What follows belongs to an exercise in optimizing a design on an open flow for small area, a short achievable clock period and few clock cycles per item; a production flow would make more cautious choices. Where RTL was checked, it was by simulation tests only, not by an equivalence proof against the original.

==> run E: inputs <==
## mult_stage
module mult_stage
(
  input  logic                            i_clk,
  input  logic                            i_rst,
  input  logic                            FS_rdy,
  output logic                            FS_ack,
  input  logic [32:0]                     i_ctl,
  input  logic [PEROW*DWD-1:0]            i_input,
  input  logic [PEROW*DWD-1:0]            i_weight,
  input  logic [PEROW*PSUMDWD-1:0]        i_psum,
  output logic                            MS_rdy,
  input  logic                            MS_ack,
  output logic [PEROW*PSUMDWD-1:0]        o_prod,
  output logic [PEROW*PSUMDWD-1:0]        o_psum,
  output logic [7:0]                      o_ctl
);
  mult_stage_pkg::ms_ctl_t ctl;
  assign ctl = i_ctl;
  function automatic [3:0] numt_oh(input [NTW-1:0] n);
    case (n)
      3'd0, 3'd1: numt_oh = 4'b0001;
      3'd2:       numt_oh = 4'b0010;
      3'd3:       numt_oh = 4'b0100;
      default:    numt_oh = 4'b1000;
    endcase
  endfunction
  logic full, is_mul, is_x;
  logic [3:0] sa, wen;
  logic [DWD-1:0] mx, nmx;
  logic [11:0] nmc;
  logic [PEROW*PSUMDWD-1:0] cs_s, cs_c, s_q, c_q;
  assign MS_rdy = full;
  assign FS_ack = FS_rdy && (!full || MS_ack);
  assign is_x   = ctl.mode == XNOR;
  assign is_mul = (ctl.mode != XNOR) && (ctl.mode <= P4);
  assign sa     = {4{is_mul}} & numt_oh(ctl.inumt);
  assign wen    = {ctl.wnumt >= 3'd4, ctl.wnumt >= 3'd3, ctl.wnumt >= 3'd2, 1'b1};
  assign mx     = {DWD{is_x}} & ctl.au_mask;
  assign nmx    = {DWD{is_x}} & ~ctl.au_mask;
  mult_nm_compress u_nmc (.n(nmx), .o(nmc));
  always_ff @(posedge i_clk) begin
  ...
Settings: LEC_CHECK=0, CAP_MARGIN=20, CORE_MARGIN=2, CORE_UTILIZATION=40, SETUP_SLACK_MARGIN=4.4, SLEW_MARGIN=20, TNS_END_PERCENT=10; clock period 10.0 ns.
standard.sh (not shown) runs the stock make flow with config.mk's settings and CLKGATE_MAP_FILE= SYNTH_SCRIPT=/design/flow/synth_recipe.tcl, a recipe that flattens the netlist after the stock synthesis.
==> flow/flow/run.sh <==
#!/bin/bash
# The standard layout, with every port buffered by a minimum-size buffer
# (sky130_fd_sc_hd__buf_1) instead of the delay cell buffer_ports picks by itself.
set -euo pipefail
bash standard.sh "BUFFER_PORTS_ARGS=-buffer_cell sky130_fd_sc_hd__buf_1" finish > standard_make.log 2>&1
==> inputs of run A, as changes to run E <==
--- a/flow/config.mk
+++ b/flow/config.mk
@@ -9,5 +9,5 @@
 export CORE_MARGIN = 2
 export CORE_UTILIZATION = 40
-export SETUP_SLACK_MARGIN = 4.4
+export SETUP_SLACK_MARGIN = 4.5
 export SLEW_MARGIN = 20
 export TNS_END_PERCENT = 10
==> qor summary <==
metric                                                                  run E                        run A
Status                                                         finished clean               finished clean
Critical Path AT                                                      6.22 ns                      3.76 ns
Setup CP Type                                      primary input to flip-flop  flip-flop to primary output
Routed via count divided by cell count                                   5.39                         5.41
Achievable clock frequency                                          0.171 GHz                    0.174 GHz
Area delta synth->final                                                 15.7%                        16.8%
Source of the critical timing path                                  i_ctl[26]            s_q[96]$_DFFE_PP_
Drt first-iter violations                                               2,629                        2,867
Crit path capture type                                              flip-flop               primary output
Multi-input gate share of total cell area                               57.2%                        57.0%
Longest individual stage delay on the worst path                      0.68 ns                      0.38 ns
WL per Instance                                                       23.6 µm                      23.7 µm
Critical path fanouts, max                                                 28                            4
Slowest stage cell, crit path                        sky130_fd_sc_hd__nor3b_4    sky130_fd_sc_hd__edfxtp_1
Met2 track demand over resource in global routing                       42.1%                        42.2%
Number of filler instances in the final layout                          9,549                        9,523
Sequential share of cell area                                           24.5%                        24.2%
Non-filler instance count after layout                                  5,869                        5,902
First-pass GRT wire length                                         203,000 µm                   204,000 µm
Testbench counts of run E, summed over its fixed seeds: cycles 3,208, items 3,200.
Testbench counts of run A, summed over its fixed seeds: cycles 3,208, items 3,200.


==> build 56: inputs <==
Another version of the RTL of mult_stage (not shown whole).
==> module mult_stage, before the edit <==
module mult_stage
(
  input  logic                            i_clk,
  input  logic                            i_rst,
  input  logic                            FS_rdy,
  output logic                            FS_ack,
  input  logic [32:0]                     i_ctl,
  input  logic [PEROW*DWD-1:0]            i_input,
  input  logic [PEROW*DWD-1:0]            i_weight,
  input  logic [PEROW*PSUMDWD-1:0]        i_psum,
  output logic                            MS_rdy,
  input  logic                            MS_ack,
  output logic [PEROW*PSUMDWD-1:0]        o_prod,
  output logic [PEROW*PSUMDWD-1:0]        o_psum,
  output logic [7:0]                      o_ctl
);
  mult_stage_pkg::ms_ctl_t ctl;
  assign ctl = i_ctl;
  function automatic [3:0] numt_oh(input [NTW-1:0] n);
    case (n)
      3'd0, 3'd1: numt_oh = 4'b0001;
      3'd2:       numt_oh = 4'b0010;
      3'd3:       numt_oh = 4'b0100;
      default:    numt_oh = 4'b1000;
    endcase
  endfunction
  logic full, is_mul, is_x;
  logic [3:0] sa, wen;
  logic [DWD-1:0] mx, nmx;
  logic [PEROW*PSUMDWD-1:0] cs_s, cs_c, s_q, c_q;
  assign MS_rdy = full;
  assign FS_ack = FS_rdy && (!full || MS_ack);
  assign is_x   = ctl.mode == XNOR;
  assign is_mul = (ctl.mode != XNOR) && (ctl.mode <= P4);
  assign sa     = {4{is_mul}} & numt_oh(ctl.inumt);
  assign wen    = {ctl.wnumt >= 3'd4, ctl.wnumt >= 3'd3, ctl.wnumt >= 3'd2, 1'b1};
  assign mx     = {DWD{is_x}} & ctl.au_mask;
  assign nmx    = {DWD{is_x}} & ~ctl.au_mask;
  always_ff @(posedge i_clk) begin
    if (i_rst)       full <= 1'b0;
    else if (FS_ack) full <= 1'b1;
    else if (MS_ack) full <= 1'b0;
  end
  always_ff @(posedge i_clk) begin
    if (FS_ack) begin
      s_q    <= cs_s;
      c_q    <= cs_c;
      o_psum <= i_psum;
      o_ctl  <= ctl.pass;
    end
  end
  for (genvar r = 0; r < PEROW; r++) begin : g_lane
    mult_slice_lane u_lane (
      .is_x   (is_x),
      .sa     (sa),
      .wen    (wen),
      .a      (i_input[DWD*r +: DWD]),
      .w      (i_weight[DWD*r +: DWD]),
      .mx     (mx),
      .nmx    (nmx),
      .cs_s   (cs_s[PSUMDWD*r +: PSUMDWD]),
      .cs_c   (cs_c[PSUMDWD*r +: PSUMDWD])
    );
    assign o_prod[PSUMDWD*r +: PSUMDWD] = s_q[PSUMDWD*r +: PSUMDWD] + c_q[PSUMDWD*r +: PSUMDWD];
  end
endmodule
clock: 10.0 ns
lec_check: 0
cap_margin: 20
core_margin: 2
core_utilization: 40
setup_slack_margin: 5.0
slew_margin: 20
Scripts as last shown in full above: flow/flow/run.sh
==> inputs of build 20, as changes to build 56 <==
--- a/flow/design.v
+++ b/flow/design.v
@@ -39,15 +39,16 @@
   input  logic [3:0]         sa,        
   input  logic [3:0]         wen,       
   input  logic [DWD-1:0]     a,
   input  logic [DWD-1:0]     w,
   input  logic [DWD-1:0]     mx,        
   input  logic [DWD-1:0]     nmx,       
-  output logic [PSUMDWD-1:0] cs_s,
-  output logic [PSUMDWD-1:0] cs_c
+  output logic [PSUMDWD-1:0] cs_p,      
+  output logic [PSUMDWD-1:0] cs_g       
 );
+  logic [PSUMDWD-1:0] cs_s, cs_c;
   logic [DWD-1:0] ae;
   logic [16:0] ax;
   logic [16:0] pp [8];
   logic [7:0]  nb;
   logic [15:0] xb, zb;
   assign ae = ({DWD{sa[0]}} & {{12{a[3]}},  a[3:0]})
@@ -360,12 +361,14 @@
   mult_fa u141 (.a(c88), .b(s114), .c(c113), .s(s141), .co(c141));
   mult_fa u142 (.a(pp[7][12]), .b(c114), .c(s115), .s(s142), .co(c142));
   mult_fa u143 (.a(pp[7][13]), .b(~pp[6][15]), .c(c115), .s(s143), .co(c143));
   mult_fa u144 (.a(pp[6][15]), .b(~pp[6][16]), .c(pp[7][14]), .s(s144), .co(c144));
   assign cs_s = {1'b1, pp[7][15], ~pp[7][15], s144, c142, s142, c140, c139, s139, c137, c136, c135, c134, c133, c132, c131, c130, c129, c128, c127, c126, c125, c124, c123, c122, s122, s121, c119, c118, c117, c116, s47};
   assign cs_c = {1'b0, ~pp[7][16], c144, c143, s143, c141, s141, s140, c138, s138, s137, s136, s135, s134, s133, s132, s131, s130, s129, s128, s127, s126, s125, s124, s123, c121, c120, s120, s119, s118, s117, s116};
+  assign cs_p = cs_s ^ cs_c;
+  assign cs_g = cs_s & cs_c;
 endmodule
 import mult_stage_pkg::*;
 module mult_stage
 (
   input  logic                            i_clk,
   input  logic                            i_rst,
@@ -391,13 +394,13 @@
       default:    numt_oh = 4'b1000;
     endcase
   endfunction
   logic full, is_mul, is_x;
   logic [3:0] sa, wen;
   logic [DWD-1:0] mx, nmx;
-  logic [PEROW*PSUMDWD-1:0] cs_s, cs_c, s_q, c_q;
+  logic [PEROW*PSUMDWD-1:0] cs_p, cs_g, p_q, g_q;
   assign MS_rdy = full;
   assign FS_ack = FS_rdy && (!full || MS_ack);
   assign is_x   = ctl.mode == XNOR;
   assign is_mul = (ctl.mode != XNOR) && (ctl.mode <= P4);
   assign sa     = {4{is_mul}} & numt_oh(ctl.inumt);
   assign wen    = {ctl.wnumt >= 3'd4, ctl.wnumt >= 3'd3, ctl.wnumt >= 3'd2, 1'b1};
@@ -407,14 +410,14 @@
     if (i_rst)       full <= 1'b0;
     else if (FS_ack) full <= 1'b1;
     else if (MS_ack) full <= 1'b0;
   end
   always_ff @(posedge i_clk) begin
     if (FS_ack) begin
-      s_q    <= cs_s;
-      c_q    <= cs_c;
+      p_q    <= cs_p;
+      g_q    <= cs_g;
       o_psum <= i_psum;
       o_ctl  <= ctl.pass;
     end
   end
   for (genvar r = 0; r < PEROW; r++) begin : g_lane
     mult_slice_lane u_lane (
@@ -422,12 +425,27 @@
       .sa     (sa),
       .wen    (wen),
       .a      (i_input[DWD*r +: DWD]),
       .w      (i_weight[DWD*r +: DWD]),
       .mx     (mx),
       .nmx    (nmx),
-      .cs_s   (cs_s[PSUMDWD*r +: PSUMDWD]),
-      .cs_c   (cs_c[PSUMDWD*r +: PSUMDWD])
+      .cs_p   (cs_p[PSUMDWD*r +: PSUMDWD]),
+      .cs_g   (cs_g[PSUMDWD*r +: PSUMDWD])
     );
-    assign o_prod[PSUMDWD*r +: PSUMDWD] = s_q[PSUMDWD*r +: PSUMDWD] + c_q[PSUMDWD*r +: PSUMDWD];
+    logic [PSUMDWD-1:0] gg, pp;
+    always_comb begin
+      gg = g_q[PSUMDWD*r +: PSUMDWD];
+      pp = p_q[PSUMDWD*r +: PSUMDWD];
+      for (int d = 1; d < PSUMDWD; d = d * 2)
+        for (int i = 2 * d - 1; i < PSUMDWD; i = i + 2 * d) begin
+          gg[i] = gg[i] | (pp[i] & gg[i-d]);
+          pp[i] = pp[i] & pp[i-d];
+        end
+      for (int d = PSUMDWD / 4; d >= 1; d = d / 2)
+        for (int i = 3 * d - 1; i < PSUMDWD; i = i + 2 * d) begin
+          gg[i] = gg[i] | (pp[i] & gg[i-d]);
+          pp[i] = pp[i] & pp[i-d];
+        end
+    end
+    assign o_prod[PSUMDWD*r +: PSUMDWD] = p_q[PSUMDWD*r +: PSUMDWD] ^ {gg[PSUMDWD-2:0], 1'b0};
   end
 endmodule
Settings changed: SETUP_SLACK_MARGIN 5.0 to 4.5.
==> inputs of trial 58, as changes to build 56 <==
--- a/flow/design.v
+++ b/flow/design.v
@@ -30,12 +30,32 @@
   assign co = a | b;
 endmodule
 module mult_ha (input logic a, b, output logic s, co);
   assign s  = a ^ b;
   assign co = a & b;
 endmodule
+module mult_add32 (input logic [31:0] x, y, output logic [31:0] z);
+  logic [31:0] g, p, gg, pp;
+  always_comb begin
+    g  = x & y;
+    p  = x ^ y;
+    gg = g;
+    pp = p;
+    for (int d = 1; d < 32; d = d * 2)
+      for (int i = 2 * d - 1; i < 32; i = i + 2 * d) begin
+        gg[i] = gg[i] | (pp[i] & gg[i-d]);
+        pp[i] = pp[i] & pp[i-d];
+      end
+    for (int d = 8; d >= 1; d = d / 2)
+      for (int i = 3 * d - 1; i < 32; i = i + 2 * d) begin
+        gg[i] = gg[i] | (pp[i] & gg[i-d]);
+        pp[i] = pp[i] & pp[i-d];
+      end
+    z = p ^ {gg[30:0], 1'b0};
+  end
+endmodule
 module mult_slice_lane
 (
   input  logic               is_x,      
   input  logic [3:0]         sa,        
   input  logic [3:0]         wen,       
   input  logic [DWD-1:0]     a,
@@ -425,9 +445,13 @@
       .w      (i_weight[DWD*r +: DWD]),
       .mx     (mx),
       .nmx    (nmx),
       .cs_s   (cs_s[PSUMDWD*r +: PSUMDWD]),
       .cs_c   (cs_c[PSUMDWD*r +: PSUMDWD])
     );
-    assign o_prod[PSUMDWD*r +: PSUMDWD] = s_q[PSUMDWD*r +: PSUMDWD] + c_q[PSUMDWD*r +: PSUMDWD];
+    mult_add32 u_add (
+      .x (s_q[PSUMDWD*r +: PSUMDWD]),
+      .y (c_q[PSUMDWD*r +: PSUMDWD]),
+      .z (o_prod[PSUMDWD*r +: PSUMDWD])
+    );
   end
 endmodule
Settings changed: ABC_AREA set to 1, CTS_BUF_LIST set to sky130_fd_sc_hd__clkbuf_4 sky130_fd_sc_hd__clkbuf_8, SETUP_SLACK_MARGIN 5.0 to 4.5.
==> notes <==
Trial 58 finished with timing, DRC and antenna clean. Build 20 produced a clean layout. Build 56 completed with no timing, DRC or antenna violations. Via count: build 56 is larger than build 20 (11%). Against build 56, the first-iteration DRC count of build 20 is larger by about 4.4%. The lowest clock-buffer cell count belongs to build 20, the highest to trial 58. Synthesized cell count: trial 58 > build 56 > build 20. In build 56 the sequential share of layout area is lower than in build 20, by 1.6 points. Design area, highest first: build 56, build 20, trial 58.
==> figures <==
Max Fclk: build 56 176 MHz; trial 58 181 MHz; build 20 171 MHz
Fraction of standard cell area in multi-input logic: build 56 58.5%; trial 58 56.9%; build 20 57.0%
Detail Route met3 WL: build 56 15.8 mm; trial 58 18.9 mm; build 20 14.4 mm
Signal inverters: build 56 554; trial 58 913; build 20 557
Smallest setup slack after layout: build 56 4.31 ns; trial 58 4.48 ns; build 20 4.14 ns
Outcome: build 56 timing/DRC/antenna clean; trial 58 timing/DRC/antenna clean; build 20 timing/DRC/antenna clean
Number of optimization iterations in the first detailed-route pass: build 56 6; trial 58 6; build 20 7
Well-tap cell count: build 56 1403; trial 58 1476; build 20 1380
Gp weighted congestion: build 56 0.929; trial 58 0.995; build 20 0.914
Total wirelength of the detailed-routed design: build 56 158 mm; trial 58 161 mm; build 20 139 mm
M1 GR Usage: build 56 33.5%; trial 58 33.9%; build 20 31.9%
CP Class: build 56 flip-flop to output port; trial 58 input pin to flip-flop; build 20 input pin to flip-flop
Normalized max-slew margin: build 56 24.4%; trial 58 32.2%; build 20 26.5%
Crit. End Element: build 56 output port; trial 58 flip-flop; build 20 flip-flop
Critical path's slowest cell: build 56 sky130_fd_sc_hd__or4_4; trial 58 sky130_fd_sc_hd__nand2_1; build 20 sky130_fd_sc_hd__fa_2
Post-synthesis net count: build 56 5429; trial 58 6246; build 20 5131
Testbench counts of build 56, summed over its fixed seeds: cycles 3,208, items 3,200.
Function not checked in build 20 and trial 58: the RTL went through the layout flow alone.


==> trial 92: inputs <==
Another version of the RTL of mult_stage (not shown whole).
==> module mult_slice_lane, before the edit <==
module mult_slice_lane
(
  input  logic               is_mul,    
  input  logic               is_x,      
  input  logic [3:0]         si,        
  input  logic [3:0]         sw,        
  input  logic [DWD-1:0]     a,
  input  logic [DWD-1:0]     w,
  input  logic [DWD-1:0]     mask,
  output logic [PSUMDWD-1:0] prod
);
  localparam logic [31:0] SEXT_C = 32'hAAAB0000;
  logic [DWD-1:0] ae, we;
  logic [16:0] ax;
  logic [PSUMDWD-1:0] p;
  logic [PSUMDWD-1:0] row [8];
  logic [7:0] neg;
  logic [16:0] pp [8];
  logic [5:0] pc, pm;
  logic signed [PSUMDWD-1:0] xv;
  always_comb begin
    ae = ({DWD{si[0]}} & {{12{a[3]}},  a[3:0]})
       | ({DWD{si[1]}} & {{8{a[7]}},   a[7:0]})
       | ({DWD{si[2]}} & {{4{a[11]}},  a[11:0]})
       | ({DWD{si[3]}} & a);
    we = ({DWD{sw[0]}} & {{12{w[3]}},  w[3:0]})
       | ({DWD{sw[1]}} & {{8{w[7]}},   w[7:0]})
       | ({DWD{sw[2]}} & {{4{w[11]}},  w[11:0]})
       | ({DWD{sw[3]}} & w);
    if (!is_mul) ae = '0;
  end
  assign ax = {ae[15], ae};
  always_comb begin
    for (int j = 0; j < 8; j++) begin
      logic b2, b1, b0, one, two;
      b2 = we[2*j+1];
      b1 = we[2*j];
      b0 = (j == 0) ? 1'b0 : we[2*j-1];
      one    = b1 ^ b0;
      two    = (b2 & ~b1 & ~b0) | (~b2 & b1 & b0);
      neg[j] = b2 & ~(b1 & b0);
      for (int k = 0; k < 17; k++)
        pp[j][k] = ((one & ax[k]) | (two & ((k == 0) ? 1'b0 : ax[k-1]))) ^ neg[j];
    end
    row[0] = {15'b0, ~pp[0][16], pp[0][15:0]};
    for (int j = 1; j < 8; j++)
      row[j] = PSUMDWD'({~pp[j][16], pp[j][15:0], 1'b0, neg[j-1]} << (2*j-2));
  end
  assign p = row[0] + row[1] + row[2] + row[3] + row[4] + row[5] + row[6] + row[7]
           + (SEXT_C | (PSUMDWD'(neg[7]) << 14));
  assign pc = $countones(~(a ^ w) & mask);
  assign pm = $countones(mask);
  assign xv = PSUMDWD'($signed({pc, 1'b0}) - $signed({1'b0, pm}));
  assign prod = is_x ? xv : p;
endmodule
clock: 10.0 ns
lec_check: 0
cap_margin: 20
core_margin: 2
core_utilization: 40
slew_margin: 20
run.sh (not shown) runs the stock make flow with config.mk's settings and CLKGATE_MAP_FILE= SYNTH_SCRIPT=/design/flow/synth_recipe.tcl, a recipe that flattens the netlist after the stock synthesis.
Stock flow here: none of the scripts above is used.
==> trial 61 (differences from trial 92) <==
--- a/flow/design.v
+++ b/flow/design.v
@@ -32,13 +32,8 @@
   input  logic [DWD-1:0]     mask,
   output logic [PSUMDWD-1:0] prod
 );
-  localparam logic [31:0] SEXT_C = 32'hAAAB0000;
   logic [DWD-1:0] ae, we;
-  logic [16:0] ax;
-  logic [PSUMDWD-1:0] p;
-  logic [PSUMDWD-1:0] row [8];
-  logic [7:0] neg;
-  logic [16:0] pp [8];
+  logic signed [PSUMDWD-1:0] p;
   logic [5:0] pc, pm;
   logic signed [PSUMDWD-1:0] xv;
   always_comb begin
@@ -52,25 +47,7 @@
        | ({DWD{sw[3]}} & w);
     if (!is_mul) ae = '0;
   end
-  assign ax = {ae[15], ae};
-  always_comb begin
-    for (int j = 0; j < 8; j++) begin
-      logic b2, b1, b0, one, two;
-      b2 = we[2*j+1];
-      b1 = we[2*j];
-      b0 = (j == 0) ? 1'b0 : we[2*j-1];
-      one    = b1 ^ b0;
-      two    = (b2 & ~b1 & ~b0) | (~b2 & b1 & b0);
-      neg[j] = b2 & ~(b1 & b0);
-      for (int k = 0; k < 17; k++)
-        pp[j][k] = ((one & ax[k]) | (two & ((k == 0) ? 1'b0 : ax[k-1]))) ^ neg[j];
-    end
-    row[0] = {15'b0, ~pp[0][16], pp[0][15:0]};
-    for (int j = 1; j < 8; j++)
-      row[j] = PSUMDWD'({~pp[j][16], pp[j][15:0], 1'b0, neg[j-1]} << (2*j-2));
-  end
-  assign p = row[0] + row[1] + row[2] + row[3] + row[4] + row[5] + row[6] + row[7]
-           + (SEXT_C | (PSUMDWD'(neg[7]) << 14));
+  assign p  = $signed(ae) * $signed(we);
   assign pc = $countones(~(a ^ w) & mask);
   assign pm = $countones(mask);
   assign xv = PSUMDWD'($signed({pc, 1'b0}) - $signed({1'b0, pm}));
==> run summary <==
Result of the run: trial 92 timing/DRC/antenna clean; trial 61 timing/DRC/antenna clean
Headroom to the max-slew limit: trial 92 0.283; trial 61 0.288
Post-synthesis mux area share: trial 92 0.0116; trial 61 0.00356
Pre-CTS setup slack: trial 92 -152 ps; trial 61 -178 ps
Cell type contributing the most total cell area after synthesis: trial 92 sky130_fd_sc_hd__edfxtp_1; trial 61 sky130_fd_sc_hd__fa_1
Routed Wire Length: trial 92 150000 um; trial 61 180000 um
Mean instance size in the synthesized netlist: trial 92 9.18 um^2; trial 61 9.57 um^2
Total number of tap cells: trial 92 1380; trial 61 1742
Final GP Congestion: trial 92 0.929; trial 61 0.970
Post-Synthesis Net Count: trial 92 5644; trial 61 7241
Worst-Margin Slew: trial 92 1070 ps; trial 61 1060 ps
Share of final-layout standard cells stronger than drive strength 1: trial 92 0.0883; trial 61 0.0773
Met3 wire length: trial 92 12800 um; trial 61 14300 um
Function was not checked in any run of this note: the RTL went through the layout flow alone.

-- separate check: timing with driven ports --
The flow's constraints put no driver on any port. The routed layouts listed below were extracted and timed again, unchanged, in two steps. Step 1, drivers: a clkbuf_16 drives i_clk and a buf_2 each remaining input, both assumed. Step 2, shift: input delay + t, output delay - t, t = (earliest + latest rising clock arrival at the registers) / 2. This alone moves slack from input paths to output paths. Slacks: ideal ports / drivers / drivers and shift; pairs: ideal ports / drivers.
| run | t (ns) | setup WS [ns] | hold WS [ns] | worst register clock-pin slew, ns |
|---|---|---|---|---|
| run E | 0.696 | 4.158 / 4.178 / 3.500 | 0.554 / 0.554 / 0.554 | 0.06 / 0.06 |
| run A | 0.694 | 4.237 / 4.172 / 3.655 | 0.554 / 0.554 / 0.554 | 0.06 / 0.06 |
| build 56 | 0.677 | 4.307 / 4.241 / 3.717 | 0.556 / 0.556 / 0.556 | 0.06 / 0.06 |
| build 20 | 0.705 | 4.141 / 4.187 / 3.482 | 0.578 / 0.578 / 0.578 | 0.06 / 0.06 |
| trial 58 | 0.821 | 4.479 / 4.522 / 3.701 | 0.523 / 0.523 / 0.523 | 0.06 / 0.06 |
| trial 92 | 0.674 | 0.595 / 0.636 / -0.039 | 0.573 / 0.573 / 0.573 | 0.06 / 0.06 |
| trial 61 | 0.693 | 0.425 / 0.421 / -0.272 | 0.566 / 0.566 / 0.566 | 0.08 / 0.08 |
With both steps, setup timing fails in trial 92 and trial 61, where it was met with ideal ports. The setup slack of trial 58, which loses most, moves by +0.043 ns with the drivers and by -0.778 ns with both steps.
